Background: an optimization exercise with open tools, aiming at a short achievable clock period. Do not read the settings as production practice. In this exercise RTL edits were held to simulation tests only and were not proved equivalent to the original.

Design branch_target_predictor, start of the top module:
module branch_target_predictor #(
  parameter int unsigned ADDR_W   = 32,
  parameter int unsigned ENTRIES  = 16,
  parameter logic [1:0]  CTR_INIT = 2'b01,
  parameter int unsigned CNT_W    = 16
) (
  input  logic              clk,
  input  logic              reset,
  input  logic              enable,
  input  logic [ADDR_W-1:0] pc_f,
  output logic              pred_hit,
  output logic              pred_taken,
  output logic [ADDR_W-1:0] pred_target,
  input  logic              upd_valid,
  input  logic [ADDR_W-1:0] upd_pc,
  input  logic              upd_taken,
  input  logic [ADDR_W-1:0] upd_target,
  input  logic              upd_pred_taken,
  input  logic [ADDR_W-1:0] upd_pred_target,
  input  logic              flush_all,
  output logic              mispredict,
  output logic [CNT_W-1:0]  branch_cnt,
  output logic [CNT_W-1:0]  mispred_cnt
);
  localparam int unsigned IDX_W = $clog2(ENTRIES);
  localparam int unsigned TAG_W = ADDR_W - IDX_W - 2;
  ...
==> flow/config.mk <==
export PLATFORM = sky130hd
export DESIGN_NAME = branch_target_predictor
export DESIGN_NICKNAME = branch_target_predictor
export VERILOG_FILES = /design/flow/design.v
export SDC_FILE = /design/flow/constraint.sdc
export NUM_CORES = 4
export LEC_CHECK = 0
export ABC_CLOCK_PERIOD_IN_PS = 2500
export CAP_MARGIN = 20
export CORE_MARGIN = 2
export CORE_UTILIZATION = 65
export PLACE_DENSITY = 0.75
export SETUP_SLACK_MARGIN = 3.0
export SLEW_MARGIN = 20
export SYNTH_HIERARCHICAL = 1
export SYNTH_MINIMUM_KEEP_SIZE = 0
export TNS_END_PERCENT = 20
==> flow/constraint.sdc <==
create_clock -name core_clock -period 7.0 [get_ports {clk}]
set_input_delay 1.4000 -clock core_clock [delete_from_list [all_inputs] [get_ports {clk}]]
set_output_delay 1.4000 -clock core_clock [all_outputs]
set_load 0.01 [all_outputs]
standard.sh (not shown) runs the stock make flow with config.mk's settings and CLKGATE_MAP_FILE= SYNTH_SCRIPT=/design/flow/synth_recipe.tcl, a recipe that flattens the netlist after the stock synthesis.
==> flow/flow/run.sh <==
#!/bin/bash
# Own layout flow: the standard synthesis unchanged, then the standard ORFS
# steps with delay cells kept out of buffering (so port buffers and repair
# buffers are real buffers), port buffers of a fixed drive strength, and the
# lookup's ports grouped on one edge (flow/io.tcl, before pin placement).
set -euo pipefail
HERE=$(pwd)
PLAT_DU="sky130_fd_sc_hd__probe_p_8 sky130_fd_sc_hd__probec_p_8 sky130_fd_sc_hd__lpflow_bleeder_1 sky130_fd_sc_hd__lpflow_clkbufkapwr_1 sky130_fd_sc_hd__lpflow_clkbufkapwr_16 sky130_fd_sc_hd__lpflow_clkbufkapwr_2 sky130_fd_sc_hd__lpflow_clkbufkapwr_4 sky130_fd_sc_hd__lpflow_clkbufkapwr_8 sky130_fd_sc_hd__lpflow_clkinvkapwr_1 sky130_fd_sc_hd__lpflow_clkinvkapwr_16 sky130_fd_sc_hd__lpflow_clkinvkapwr_2 sky130_fd_sc_hd__lpflow_clkinvkapwr_4 sky130_fd_sc_hd__lpflow_clkinvkapwr_8 sky130_fd_sc_hd__lpflow_decapkapwr_12 sky130_fd_sc_hd__lpflow_decapkapwr_3 sky130_fd_sc_hd__lpflow_decapkapwr_4 sky130_fd_sc_hd__lpflow_decapkapwr_6 sky130_fd_sc_hd__lpflow_decapkapwr_8 sky130_fd_sc_hd__lpflow_inputiso0n_1 sky130_fd_sc_hd__lpflow_inputiso0p_1 sky130_fd_sc_hd__lpflow_inputiso1n_1 sky130_fd_sc_hd__lpflow_inputiso1p_1 sky130_fd_sc_hd__lpflow_inputisolatch_1 sky130_fd_sc_hd__lpflow_isobufsrc_1 sky130_fd_sc_hd__lpflow_isobufsrc_16 sky130_fd_sc_hd__lpflow_isobufsrc_2 sky130_fd_sc_hd__lpflow_isobufsrc_4 sky130_fd_sc_hd__lpflow_isobufsrc_8 sky130_fd_sc_hd__lpflow_isobufsrckapwr_16 sky130_fd_sc_hd__lpflow_lsbuf_lh_hl_isowell_tap_1 sky130_fd_sc_hd__lpflow_lsbuf_lh_hl_isowell_tap_2 sky130_fd_sc_hd__lpflow_lsbuf_lh_hl_isowell_tap_4 sky130_fd_sc_hd__lpflow_lsbuf_lh_isowell_4 sky130_fd_sc_hd__lpflow_lsbuf_lh_isowell_tap_1 sky130_fd_sc_hd__lpflow_lsbuf_lh_isowell_tap_2 sky130_fd_sc_hd__lpflow_lsbuf_lh_isowell_tap_4"
DU="$PLAT_DU sky130_fd_sc_hd__dlygate4sd1_1 sky130_fd_sc_hd__dlygate4sd2_1 sky130_fd_sc_hd__dlygate4sd3_1 sky130_fd_sc_hd__clkdlybuf4s15_1 sky130_fd_sc_hd__clkdlybuf4s15_2 sky130_fd_sc_hd__clkdlybuf4s18_1 sky130_fd_sc_hd__clkdlybuf4s18_2 sky130_fd_sc_hd__clkdlybuf4s25_1 sky130_fd_sc_hd__clkdlybuf4s25_2 sky130_fd_sc_hd__clkdlybuf4s50_1 sky130_fd_sc_hd__clkdlybuf4s50_2 sky130_fd_sc_hd__dlymetal6s2s_1 sky130_fd_sc_hd__dlymetal6s4s_1 sky130_fd_sc_hd__dlymetal6s6s_1"

bash standard.sh synth > flow_synth.log 2>&1
bash standard.sh "DONT_USE_CELLS=$DU" \
  "BUFFER_PORTS_ARGS=-buffer_cell sky130_fd_sc_hd__buf_6" \
  "PRE_IO_PLACEMENT_TCL=$HERE/flow/io.tcl" \
  "GLOBAL_PLACEMENT_ARGS=-timing_driven_net_weight_max 10 -timing_driven_nets_percentage 20" \
  finish > flow_layout.log 2>&1
Other scripts of this flow, unchanged in this note and not shown: flow/flow/io.tcl
==> next run, changes <==
--- a/flow/design.v
+++ b/flow/design.v
@@ -1116,31 +1116,36 @@
   btb_g_nand4 u_tr1 (.a(mt4), .b(mt5), .c(mt6), .d(mt7), .y(tr[1]));
   btb_g_nand4 u_hr2 (.a(mh8), .b(mh9), .c(mh10), .d(mh11), .y(hr[2]));
   btb_g_nand4 u_tr2 (.a(mt8), .b(mt9), .c(mt10), .d(mt11), .y(tr[2]));
   btb_g_nand4 u_hr3 (.a(mh12), .b(mh13), .c(mh14), .d(mh15), .y(hr[3]));
   btb_g_nand4 u_tr3 (.a(mt12), .b(mt13), .c(mt14), .d(mt15), .y(tr[3]));
   btb_g_nor2 u_hz0 (.a(hr[0]), .b(hr[1]), .y(hz[0]));
   btb_g_nor2 u_tz0 (.a(tr[0]), .b(tr[1]), .y(tz[0]));
   btb_g_nor2 u_hz1 (.a(hr[2]), .b(hr[3]), .y(hz[1]));
   btb_g_nor2 u_tz1 (.a(tr[2]), .b(tr[3]), .y(tz[1]));
   btb_g_nand2 u_phit (.a(hz[0]), .b(hz[1]), .y(pred_hit));
   btb_g_nand2 u_ptkn (.a(tz[0]), .b(tz[1]), .y(pred_taken));
+  logic [2-1:0][1:0] tzc;
   logic [8-1:0] tk;
-  btb_g_nand2 u_tk0 (.a(tz[0]), .b(tz[1]), .y(tk[0]));
-  btb_g_nand2 u_tk1 (.a(tz[0]), .b(tz[1]), .y(tk[1]));
-  btb_g_nand2 u_tk2 (.a(tz[0]), .b(tz[1]), .y(tk[2]));
-  btb_g_nand2 u_tk3 (.a(tz[0]), .b(tz[1]), .y(tk[3]));
-  btb_g_nand2 u_tk4 (.a(tz[0]), .b(tz[1]), .y(tk[4]));
-  btb_g_nand2 u_tk5 (.a(tz[0]), .b(tz[1]), .y(tk[5]));
-  btb_g_nand2 u_tk6 (.a(tz[0]), .b(tz[1]), .y(tk[6]));
-  btb_g_nand2 u_tk7 (.a(tz[0]), .b(tz[1]), .y(tk[7]));
+  btb_g_nor2 u_tzc0_0 (.a(tr[0]), .b(tr[1]), .y(tzc[0][0]));
+  btb_g_nor2 u_tzc0_1 (.a(tr[2]), .b(tr[3]), .y(tzc[0][1]));
+  btb_g_nor2 u_tzc1_0 (.a(tr[0]), .b(tr[1]), .y(tzc[1][0]));
+  btb_g_nor2 u_tzc1_1 (.a(tr[2]), .b(tr[3]), .y(tzc[1][1]));
+  btb_g_nand2 u_tk0 (.a(tzc[0][0]), .b(tzc[0][1]), .y(tk[0]));
+  btb_g_nand2 u_tk1 (.a(tzc[0][0]), .b(tzc[0][1]), .y(tk[1]));
+  btb_g_nand2 u_tk2 (.a(tzc[0][0]), .b(tzc[0][1]), .y(tk[2]));
+  btb_g_nand2 u_tk3 (.a(tzc[0][0]), .b(tzc[0][1]), .y(tk[3]));
+  btb_g_nand2 u_tk4 (.a(tzc[1][0]), .b(tzc[1][1]), .y(tk[4]));
+  btb_g_nand2 u_tk5 (.a(tzc[1][0]), .b(tzc[1][1]), .y(tk[5]));
+  btb_g_nand2 u_tk6 (.a(tzc[1][0]), .b(tzc[1][1]), .y(tk[6]));
+  btb_g_nand2 u_tk7 (.a(tzc[1][0]), .b(tzc[1][1]), .y(tk[7]));
   logic [3:0] f_sa, f_sb;
   logic [ADDR_W-1:0] f_tgt_n;
   btb_g_nor2 u_sa0 (.a(f_idx[1]), .b(f_idx[0]), .y(f_sa[0]));
   btb_g_nor2 u_sb0 (.a(f_idx[3]), .b(f_idx[2]), .y(f_sb[0]));
   btb_g_nor2 u_sa1 (.a(f_idx[1]), .b(f_idx_n[0]), .y(f_sa[1]));
   btb_g_nor2 u_sb1 (.a(f_idx[3]), .b(f_idx_n[2]), .y(f_sb[1]));
   btb_g_nor2 u_sa2 (.a(f_idx_n[1]), .b(f_idx[0]), .y(f_sa[2]));
   btb_g_nor2 u_sb2 (.a(f_idx_n[3]), .b(f_idx[2]), .y(f_sb[2]));
   btb_g_nor2 u_sa3 (.a(f_idx_n[1]), .b(f_idx_n[0]), .y(f_sa[3]));
   btb_g_nor2 u_sb3 (.a(f_idx_n[3]), .b(f_idx_n[2]), .y(f_sb[3]));
   logic [3:0] tg0; logic [7:0] tu0; logic [1:0] tv0;
Effect: Area after synthesis stays flat; hold slack is about the same; non-clock buffer count decreases by 52; critical path depth does not change; wire length grows by 0.75%.

## static timing again, ports no longer ideal
The results above use ideal ports. As a check the final layouts listed here were re-extracted and re-timed, cells and wires unchanged. Step 1 sets driving cells, clkbuf_16 on the clock port and buf_2 on the other inputs (assumed; they add their load-dependent delay and slew). Step 2 moves the port delays by t, midway between the first and last clock arrival at a register: inputs arrive t later, outputs are due t later. That takes back most of the time a late clock gives input paths. a / b / c = no drivers / after step 1 / after step 2; a / b = the first two.
| run | t (ns) | setup slack, ns | worst register clock-pin slew, ns | cell pins on the clock port's net |
|---|---|---|---|---|
| the first run | 0.744 | 2.029 / 1.917 / 1.917 | 0.07 / 0.07 | 1 |
| the second run | 0.726 | 2.143 / 2.056 / 2.056 | 0.07 / 0.07 | 1 |
After both steps every run listed still meets setup and hold. For the first run, which loses most, drivers alone change the setup slack by -0.112 ns; drivers and shift together by -0.112 ns.
